Context: an optimization exercise on an open-source flow, tuned for small area, a short achievable clock period and few clock cycles per item. The choices shown serve that exercise and are no tape-out recipe.
RTL that was checked went through simulation tests only; none was proved equivalent to the original.
Power is estimated from default activity; no workload was simulated.

run A:
// framed_target_stepper_sequencer
module framed_target_stepper_sequencer #(
    parameter int STEP_WIDTH = 12
) (
    input  logic        aclk,
    input  logic        aresetn,
    input  logic        s_tvalid,
    output logic        s_tready,
    input  logic [7:0]  s_tdata,
    input  logic        s_tuser,
    output logic        m_tvalid,
    input  logic        m_tready,
    output logic [7:0]  m_tdata,
    input  logic        cfg_valid,
    output logic        cfg_ready,
    input  logic [2:0]  cfg_index,
    input  logic [21:0] cfg_wdata
);
export LEC_CHECK = 0
export CAP_MARGIN = 20
export CORE_MARGIN = 2
export CORE_UTILIZATION = 40
export SLEW_MARGIN = 20
export BUFFER_PORTS_ARGS = -buffer_cell sky130_fd_sc_hd__buf_2
export SETUP_SLACK_MARGIN = 7.6
create_clock -name core_clock -period 11.0 [get_ports {aclk}]
standard.sh (not shown) runs the stock make flow with config.mk's settings and CLKGATE_MAP_FILE= SYNTH_SCRIPT=/design/flow/synth_recipe.tcl, a recipe that flattens the netlist after the stock synthesis.
==> flow/flow/run.sh <==
#!/bin/bash
# Standard ORFS layout, with plain buffers (not delay buffers) on the ports.
set -euo pipefail
cfg=${FLOW_CONFIG:-config.mk}
cat flow/extra.mk >> "$cfg"
bash standard.sh finish > std_flow.log 2>&1
==> flow/flow/extra.mk <==
export BUFFER_PORTS_ARGS = -buffer_cell sky130_fd_sc_hd__buf_2
export SETUP_SLACK_MARGIN = 7.6
Testbench counts of run A, summed over its fixed seeds: cycles 160,236, items 160,000.
Input changes introduced in run B (baseline for comparison: run A):
Settings: clearing SETUP_SLACK_MARGIN, which used to be 7.6.
==> flow/flow/extra.mk <==
export BUFFER_PORTS_ARGS = -buffer_cell sky130_fd_sc_hd__buf_2
- Run B against run A: final clock period utilization by the worst path rose 1.2 points, die boundary height about even, area taken by flip-flops and latches about even, cell count about even.
- Diff run A..run B | number of enable flip-flop cells after synthesis | unchanged
- Of run B and run A, run A shows the higher worst setup slack after layout, with run B below it.
- Run B and run A ended up with nearly the same fraction of the core area covered by cells at the end of the flow.

Another version of the RTL of framed_target_stepper_sequencer (not shown whole).
Size in the first run: roughly 15000 µm² of cells after synthesis.
==> flow/config.mk <==
export PLATFORM = sky130hd
export DESIGN_NAME = framed_target_stepper_sequencer
export DESIGN_NICKNAME = framed_target_stepper_sequencer
export VERILOG_FILES = /design/flow/design.v
export SDC_FILE = /design/flow/constraint.sdc
export NUM_CORES = 4
export LEC_CHECK = 0
export CAP_MARGIN = 20
export CORE_MARGIN = 2
export CORE_UTILIZATION = 40
export CTS_CLUSTER_DIAMETER = 90
export CTS_CLUSTER_SIZE = 28
export PLACE_DENSITY = 0.82
export SLEW_MARGIN = 20
export BUFFER_PORTS_ARGS = -buffer_cell sky130_fd_sc_hd__buf_2
export SETUP_SLACK_MARGIN = 7.7
==> flow/constraint.sdc <==
create_clock -name core_clock -period 11.0 [get_ports {aclk}]
set_input_delay 2.2000 -clock core_clock [delete_from_list [all_inputs] [get_ports {aclk}]]
set_output_delay 2.2000 -clock core_clock [all_outputs]
set_load 0.01 [all_outputs]
==> flow/flow/run.sh <==
#!/bin/bash
# Standard ORFS layout (the standard.sh, standard synthesis), with two changes
# read from flow/extra.mk: plain buf_2 port buffers instead of delay buffers, and a
# larger setup slack margin so that repair_timing works below the 11 ns clock.
# The make output goes to std_flow.log; each ORFS step logs under orfs/logs.
set -euo pipefail
cfg=${FLOW_CONFIG:-config.mk}
cat flow/extra.mk >> "$cfg"
bash standard.sh finish > std_flow.log 2>&1
==> flow/flow/extra.mk <==
export BUFFER_PORTS_ARGS = -buffer_cell sky130_fd_sc_hd__buf_2
export SETUP_SLACK_MARGIN = 7.7
The baseline completed without violations.
Testbench counts at the start, summed over its fixed seeds: cycles 160,236, items 160,000.
Rerun with:
- CTS_CLUSTER_DIAMETER: 90 -> 80
- CTS_CLUSTER_SIZE: 28 -> 24
- PLACE_DENSITY: 0.82 -> not set
Cell area increases by 0.83%; non-clock buffer count climbs by 1; hold slack barely changes; worst setup slack is worse by 0.0085 ns; cell count rises by about 0.35%; wire length came out higher by 5.6%; clock-buffer cell count is higher by 6.
Rerun with:
==> flow/flow/run.sh (replaced) <==
#!/bin/bash
# Standard ORFS layout, with plain buffers (not delay buffers) on the ports.
set -euo pipefail
cfg=${FLOW_CONFIG:-config.mk}
cat flow/extra.mk >> "$cfg"
bash standard.sh finish > std_flow.log 2>&1
==> flow/flow/extra.mk (replaced) <==
export BUFFER_PORTS_ARGS = -buffer_cell sky130_fd_sc_hd__buf_2
export SETUP_SLACK_MARGIN = 8.0
- SETUP_SLACK_MARGIN: 7.7 -> 8.0
Synthesized cell count is unchanged.
Sequential cell count is unchanged.
Sequential power hardly moves.
Power went up by 0.59%.
Clock-buffer cell count is unchanged.
Final cell count went up by 0.30%.
Area after synthesis does not change.
First-iteration DRC count went up by 5.5%.
Final area went up by 1.4%.
Via count is about the same.
Global-route usage hardly moves.
Rerun with:
- CTS_CLUSTER_DIAMETER: 80 -> 100
- CTS_CLUSTER_SIZE: 24 -> 32
The changed run produced a clean layout.
Via count goes down by 0.66%.
Worst hold slack gets better by 0.0031 ns.
Power goes down by 3.9%.
Clock-buffer cell count goes down by 8.
Rerun with:
==> flow/flow/run.sh (replaced) <==
#!/bin/bash
# Standard ORFS layout (the standard.sh, standard synthesis), with two changes
# read from flow/extra.mk: plain buf_2 port buffers instead of delay buffers, and a
# larger setup slack margin so that repair_timing works below the 11 ns clock.
# The make output goes to std_flow.log; each ORFS step logs under orfs/logs.
set -euo pipefail
cfg=${FLOW_CONFIG:-config.mk}
cat flow/extra.mk >> "$cfg"
bash standard.sh finish > std_flow.log 2>&1
==> flow/flow/extra.mk (replaced) <==
export BUFFER_PORTS_ARGS = -buffer_cell sky130_fd_sc_hd__buf_2
export SETUP_SLACK_MARGIN = 7.7
- CTS_CLUSTER_DIAMETER: 100 -> 90
- CTS_CLUSTER_SIZE: 32 -> 28
- SETUP_SLACK_MARGIN: 8.0 -> 7.7
What happened: The changed run ran to the end with no violations. Via count grows slightly. Non-clock buffer count drops by 10. Count of clock-buffer cells in the layout grows by 4. Die area does not change. Final cell count is lower slightly.
Rerun with:
==> flow/flow/run.sh (replaced) <==
#!/bin/bash
# Standard ORFS layout, with plain buffers (not delay buffers) on the ports.
set -euo pipefail
cfg=${FLOW_CONFIG:-config.mk}
cat flow/extra.mk >> "$cfg"
bash standard.sh finish > std_flow.log 2>&1
- CTS_CLUSTER_DIAMETER: 90 -> 80
- CTS_CLUSTER_SIZE: 28 -> 24
- The changed run went through all stages and came out clean
- routed wire length rose slightly
- fmax barely changes
- flip-flop and latch count is unchanged
- setup slack loses 0.0054 ns
- power went up by a few percent
- clock skew is lower by 0.0073 ns

framed_target_stepper_sequencer, a different RTL version from the one above (not shown whole).
Size: roughly 250 flip-flops, roughly 0.015 sq mm of cells after synthesis.
Settings: LEC_CHECK=0, CAP_MARGIN=20, CORE_MARGIN=2, CORE_UTILIZATION=65, CTS_BUF_LIST=sky130_fd_sc_hd__clkbuf_4 sky130_fd_sc_hd__clkbuf_8, SLEW_MARGIN=20, BUFFER_PORTS_ARGS=-buffer_cell sky130_fd_sc_hd__buf_2, SETUP_SLACK_MARGIN=8.0; clock period 11.0 ns.
==> flow/flow/run.sh <==
#!/bin/bash
# Standard ORFS layout, with plain buffers (not delay buffers) on the ports.
set -euo pipefail
cfg=${FLOW_CONFIG:-config.mk}
cat flow/extra.mk >> "$cfg"
bash standard.sh finish > std_flow.log 2>&1
==> flow/flow/extra.mk <==
export BUFFER_PORTS_ARGS = -buffer_cell sky130_fd_sc_hd__buf_2
export SETUP_SLACK_MARGIN = 8.0
Rerun with:
CORE_UTILIZATION = 40   (was 65)
CTS_BUF_LIST = unset   (was sky130_fd_sc_hd__clkbuf_4 sky130_fd_sc_hd__clkbuf_8)
CTS_CLUSTER_DIAMETER = 80   (was unset)
CTS_CLUSTER_SIZE = 24   (was unset)
Result:
- critical path depth is unchanged
- worst setup slack improved by 25 ps
- cell area came out lower by about 1.4%
- synthesized area is unchanged
- synthesized cell count does not change
- non-clock buffer count came out higher by 3
- routed wire length came out higher by 2.3%
- global-route usage came out lower by 12 points
No functional check of the RTL was part of any run of this note.

Starting RTL as in the previous note.
export LEC_CHECK = 0
export CAP_MARGIN = 20
export CORE_MARGIN = 2
export CORE_UTILIZATION = 40
export CTS_CLUSTER_DIAMETER = 60
export CTS_CLUSTER_SIZE = 28
export SLEW_MARGIN = 20
export BUFFER_PORTS_ARGS = -buffer_cell sky130_fd_sc_hd__buf_2
export SETUP_SLACK_MARGIN = 8.0
create_clock -name core_clock -period 11.0 [get_ports {aclk}]
Scripts as last shown in full above: flow/flow/run.sh, flow/flow/extra.mk
The baseline produced a clean layout.
Then changed:
- ABC_AREA: unset -> 1
- CTS_CLUSTER_DIAMETER: 60 -> unset
- CTS_CLUSTER_SIZE: 28 -> unset
=> The new run produced a clean layout. Routed wire length came out higher by about 9%. Combinational power is higher by about 9%. Hold slack improved by 0.023 ns. Register-to-register slack improves by 0.08 ns.
Then changed:
- ABC_AREA: 1 -> unset
Result: Design area falls by about 4%. Utilization rises by 0.31 points. Die area falls by 3.3%. Wire length falls by 7.7%. Fmax rises by 1.4%. Global-route usage falls by 0.70 points. Worst setup slack improves by 0.047 ns. Clock power falls by about 12%.
No functional check of the RTL was part of any run of this note.

Another version of the RTL of framed_target_stepper_sequencer (not shown whole).
Size in the first run: roughly 1400 cells after synthesis.
Design framed_target_stepper_sequencer, start of the top module:
module framed_target_stepper_sequencer #(
    parameter int STEP_WIDTH = 12
) (
    input  logic        aclk,
    input  logic        aresetn,
    input  logic        s_tvalid,
    output logic        s_tready,
    input  logic [7:0]  s_tdata,
    input  logic        s_tuser,
    output logic        m_tvalid,
    input  logic        m_tready,
    output logic [7:0]  m_tdata,
    input  logic        cfg_valid,
    output logic        cfg_ready,
    input  logic [2:0]  cfg_index,
    input  logic [21:0] cfg_wdata
);
clock: 11.0 ns
lec_check: 0
cap_margin: 20
core_margin: 2
core_utilization: 40
cts_cluster_diameter: 90
cts_cluster_size: 28
place_density: 0.72
slew_margin: 20
buffer_ports_args: -buffer_cell sky130_fd_sc_hd__buf_2
setup_slack_margin: 7.85
==> flow/flow/run.sh <==
#!/bin/bash
# Standard ORFS layout (the standard.sh, standard synthesis), with two changes
# read from flow/extra.mk: plain buf_2 port buffers instead of delay buffers, and a
# larger setup slack margin so that repair_timing works below the 11 ns clock.
# The make output goes to std_flow.log; each ORFS step logs under orfs/logs.
set -euo pipefail
cfg=${FLOW_CONFIG:-config.mk}
cat flow/extra.mk >> "$cfg"
bash standard.sh finish > std_flow.log 2>&1
==> flow/flow/extra.mk <==
export BUFFER_PORTS_ARGS = -buffer_cell sky130_fd_sc_hd__buf_2
export SETUP_SLACK_MARGIN = 7.85
Testbench counts at the start, summed over its fixed seeds: cycles 160,236, items 160,000.
Edit:
==> flow/flow/extra.mk (replaced) <==
export BUFFER_PORTS_ARGS = -buffer_cell sky130_fd_sc_hd__buf_2
export SETUP_SLACK_MARGIN = 7.7
- SETUP_SLACK_MARGIN: 7.85 -> 7.7
What happened: Cell count is about the same. Wire length shrinks by a few percent. Area after synthesis stays the same. Critical path depth does not change. Cell area shrinks slightly. Register-to-register slack degrades by 0.12 ns. Global-route usage shrinks by 0.71 points. Clock-buffer cell count grows by 1.

## wip/pepper
framed_target_stepper_sequencer, a different RTL version from the one above (not shown whole).
For scale: roughly 1400 cells after synthesis, ~240 flip-flops, about 50 I/O pins, ~15000 um2 of cells after synthesis.
// framed_target_stepper_sequencer
module framed_target_stepper_sequencer #(
    parameter int STEP_WIDTH = 12
) (
    input  logic        aclk,
    input  logic        aresetn,
    input  logic        s_tvalid,
    output logic        s_tready,
    input  logic [7:0]  s_tdata,
    input  logic        s_tuser,
    output logic        m_tvalid,
    input  logic        m_tready,
    output logic [7:0]  m_tdata,
    input  logic        cfg_valid,
    output logic        cfg_ready,
    input  logic [2:0]  cfg_index,
    input  logic [21:0] cfg_wdata
);
    logic rst_q;
    always_ff @(posedge aclk) rst_q <= !aresetn;
    logic [7:0]  ox, oy;
    logic [21:0] sx, sy;
    logic [11:0] lim;
    logic [15:0] hx, hy;
    logic [17:0] pt;
    assign cfg_ready = 1'b1;
    logic [21:0] wd_lo, wd_hi;
    logic [7:0]  cfg_we;
    assign wd_lo = cfg_wdata & ~{22{rst_q}};
    assign wd_hi = cfg_wdata | {22{rst_q}};
    function automatic logic [21:0] wd_rst(logic [21:0] rv, logic [21:0] lo, logic [21:0] hi);
        wd_rst = (rv & hi) | (~rv & lo);
    endfunction
    logic [21:0] d_ox, d_oy, d_sx, d_sy, d_lim, d_hx, d_hy, d_pt;
    assign d_ox  = wd_rst(22'(ftss_pkg::RST_ORIGIN_X), wd_lo, wd_hi);
    assign d_oy  = wd_rst(22'(ftss_pkg::RST_ORIGIN_Y), wd_lo, wd_hi);
    assign d_sx  = wd_rst(ftss_pkg::RST_SCALE_X, wd_lo, wd_hi);
    assign d_sy  = wd_rst(ftss_pkg::RST_SCALE_Y, wd_lo, wd_hi);
    assign d_lim = wd_rst(22'(ftss_pkg::RST_STEP_LIMIT), wd_lo, wd_hi);
    assign d_hx  = wd_rst(22'(ftss_pkg::RST_HALF_PERIOD_X), wd_lo, wd_hi);
    assign d_hy  = wd_rst(22'(ftss_pkg::RST_HALF_PERIOD_Y), wd_lo, wd_hi);
    assign d_pt  = wd_rst(22'(ftss_pkg::RST_PAUSE_TICKS), wd_lo, wd_hi);
    always_comb begin
        for (int k = 0; k < 8; k++) cfg_we[k] = rst_q || (cfg_valid && cfg_index == 3'(k));
    end
    always_ff @(posedge aclk) begin
  ...
Settings: LEC_CHECK=0, CAP_MARGIN=20, CORE_MARGIN=2, CORE_UTILIZATION=60, CTS_CLUSTER_DIAMETER=90, CTS_CLUSTER_SIZE=28, PLACE_DENSITY=0.72, SLEW_MARGIN=20, BUFFER_PORTS_ARGS=-buffer_cell sky130_fd_sc_hd__buf_2, SETUP_SLACK_MARGIN=7.7; clock period 11.0 ns.
==> flow/flow/extra.mk <==
export BUFFER_PORTS_ARGS = -buffer_cell sky130_fd_sc_hd__buf_2
export SETUP_SLACK_MARGIN = 7.7
Scripts as last shown in full above: flow/flow/run.sh
Testbench counts of wip/pepper, summed over its fixed seeds: cycles 160,236, items 160,000.
[inputs] wip/delta vs wip/pepper
diff --git a/flow/config.mk b/flow/config.mk
--- a/flow/config.mk
+++ b/flow/config.mk
@@ -10 +10 @@
-export CORE_UTILIZATION = 60
+export CORE_UTILIZATION = 40
@@ -13 +12,0 @@
-export PLACE_DENSITY = 0.72
Notes after the runs:
Changes observed in wip/delta relative to wip/pepper: standard-cell row count now larger; ratio of cells with drive above 1 in the final layout now smaller; final routed wirelength across all metal layers now larger; post-layout worst setup margin now smaller; combinational share of power now smaller.
From wip/pepper to wip/delta the numbers moved as follows: total combinational power shows a reduction of about 3%; layout overhead on the synthesized area went up 1.1 points; non-clock buffer count has decreased; met1 layer usage reported by global route down 13 points.
When wip/delta is measured against wip/pepper, its actual transition at the worst max-transition pin turns out 110 ps higher.
### wip/delta -> wip/lagoon
==> flow/flow/extra.mk <==
export BUFFER_PORTS_ARGS = -buffer_cell sky130_fd_sc_hd__buf_2
export SETUP_SLACK_MARGIN = 7.55
diff --git a/flow/config.mk b/flow/config.mk
--- a/flow/config.mk
+++ b/flow/config.mk
@@ -12,0 +13 @@
+export PLACE_DENSITY = 0.72
@@ -15 +16 @@
-export SETUP_SLACK_MARGIN = 7.7
+export SETUP_SLACK_MARGIN = 7.55
## What came out
- Delta (wip/lagoon minus wip/delta): routed wire length decreased 6.8%; worst hold margin has increased; register-to-register slack saw a decrease; worst setup slack -30 ps.
- Run comparison: wip/delta cell at the slowest stage of the critical path sky130_fd_sc_hd__edfxtp_1; wip/lagoon cell at the slowest stage of the critical path sky130_fd_sc_hd__dfxtp_1
Modified inputs, wip/xenon compared to wip/lagoon
==> flow/flow/extra.mk <==
export BUFFER_PORTS_ARGS = -buffer_cell sky130_fd_sc_hd__buf_2
export SETUP_SLACK_MARGIN = 7.7
diff --git a/flow/config.mk b/flow/config.mk
--- a/flow/config.mk
+++ b/flow/config.mk
@@ -16 +16 @@
-export SETUP_SLACK_MARGIN = 7.55
+export SETUP_SLACK_MARGIN = 7.7
### Flow results
Compared with wip/lagoon, wip/xenon improves setup slack. The clock tree buffer count of the final layout in wip/xenon sits 4 below the value recorded for wip/lagoon. Total power was higher in wip/lagoon than in wip/xenon. Die height came out exactly the same in wip/xenon and wip/lagoon.

## static timing again, ports no longer ideal
In the flow no input, the clock included, has a driving cell. The finished layouts below were timed again as built, in two steps. Step 1 (the two cells are an assumption about what drives the block):
set clk [get_ports {aclk}]
set_driving_cell -lib_cell sky130_fd_sc_hd__clkbuf_16 $clk
set_driving_cell -lib_cell sky130_fd_sc_hd__buf_2 [delete_from_list [all_inputs] $clk]
Step 2 moves the port delays by t, midway between the first and last clock arrival at a register: inputs arrive t later, outputs are due t later. That takes back most of the time a late clock gives input paths. a / b / c = ideal / step 1 / step 2; a / b = the first two.
run | t (ns) | slack for setup (ns) | worst setup path at the end | latest minus earliest clock arrival (ns) | cell pins on the clock port's net
run A | 0.597 | 7.634 / 7.582 / 7.642 | input to register | 0.013 / 0.012 | 1
run B | 0.597 | 7.498 / 7.447 / 7.501 | register to register | 0.013 / 0.013 | 1
the first run of note 2 | 0.550 | 7.760 / 7.710 / 7.321 | input to register | 0.032 / 0.032 | 1
the second run of note 2 | 0.559 | 7.751 / 7.699 / 7.323 | input to register | 0.029 / 0.029 | 1
the third run of note 2 | 0.554 | 7.755 / 7.704 / 7.693 | input to register | 0.028 / 0.028 | 1
the fourth run of note 2 | 0.543 | 7.742 / 7.691 / 7.711 | input to register | 0.041 / 0.041 | 1
the fifth run of note 2 | 0.552 | 7.757 / 7.707 / 7.330 | input to register | 0.037 / 0.038 | 1
the sixth run of note 2 | 0.559 | 7.751 / 7.699 / 7.323 | input to register | 0.029 / 0.029 | 1
the first run of note 3 | 0.609 | 7.724 / 7.681 / 7.765 | input to register | 0.058 / 0.059 | 1
the second run of note 3 | 0.544 | 7.749 / 7.698 / 7.810 | input to register | 0.020 / 0.019 | 1
the first run of note 4 | 0.584 | 7.722 / 7.667 / 7.807 | input to register | 0.023 / 0.024 | 1
the second run of note 4 | 0.618 | 7.678 / 7.630 / 7.829 | input to register | 0.044 / 0.044 | 1
the third run of note 4 | 0.582 | 7.726 / 7.676 / 7.798 | input to register | 0.012 / 0.012 | 1
the first run of note 5 | 0.552 | 7.774 / 7.726 / 7.406 | input to register | 0.034 / 0.034 | 1
the second run of note 5 | 0.554 | 7.777 / 7.726 / 7.291 | input to register | 0.032 / 0.031 | 1
wip/pepper | 0.550 | 7.759 / 7.710 / 7.382 | input to register | 0.022 / 0.021 | 1
wip/delta | 0.556 | 7.729 / 7.676 / 7.247 | input to register | 0.026 / 0.026 | 1
wip/lagoon | 0.557 | 7.698 / 7.648 / 7.470 | input to register | 0.034 / 0.034 | 1
wip/xenon | 0.547 | 7.763 / 7.711 / 7.446 | input to register | 0.039 / 0.039 | 1
After both steps setup and hold are still met in every run listed. The setup slack of the second run of note 5, which loses most, moves by -0.051 ns with the drivers and by -0.486 ns with both steps.
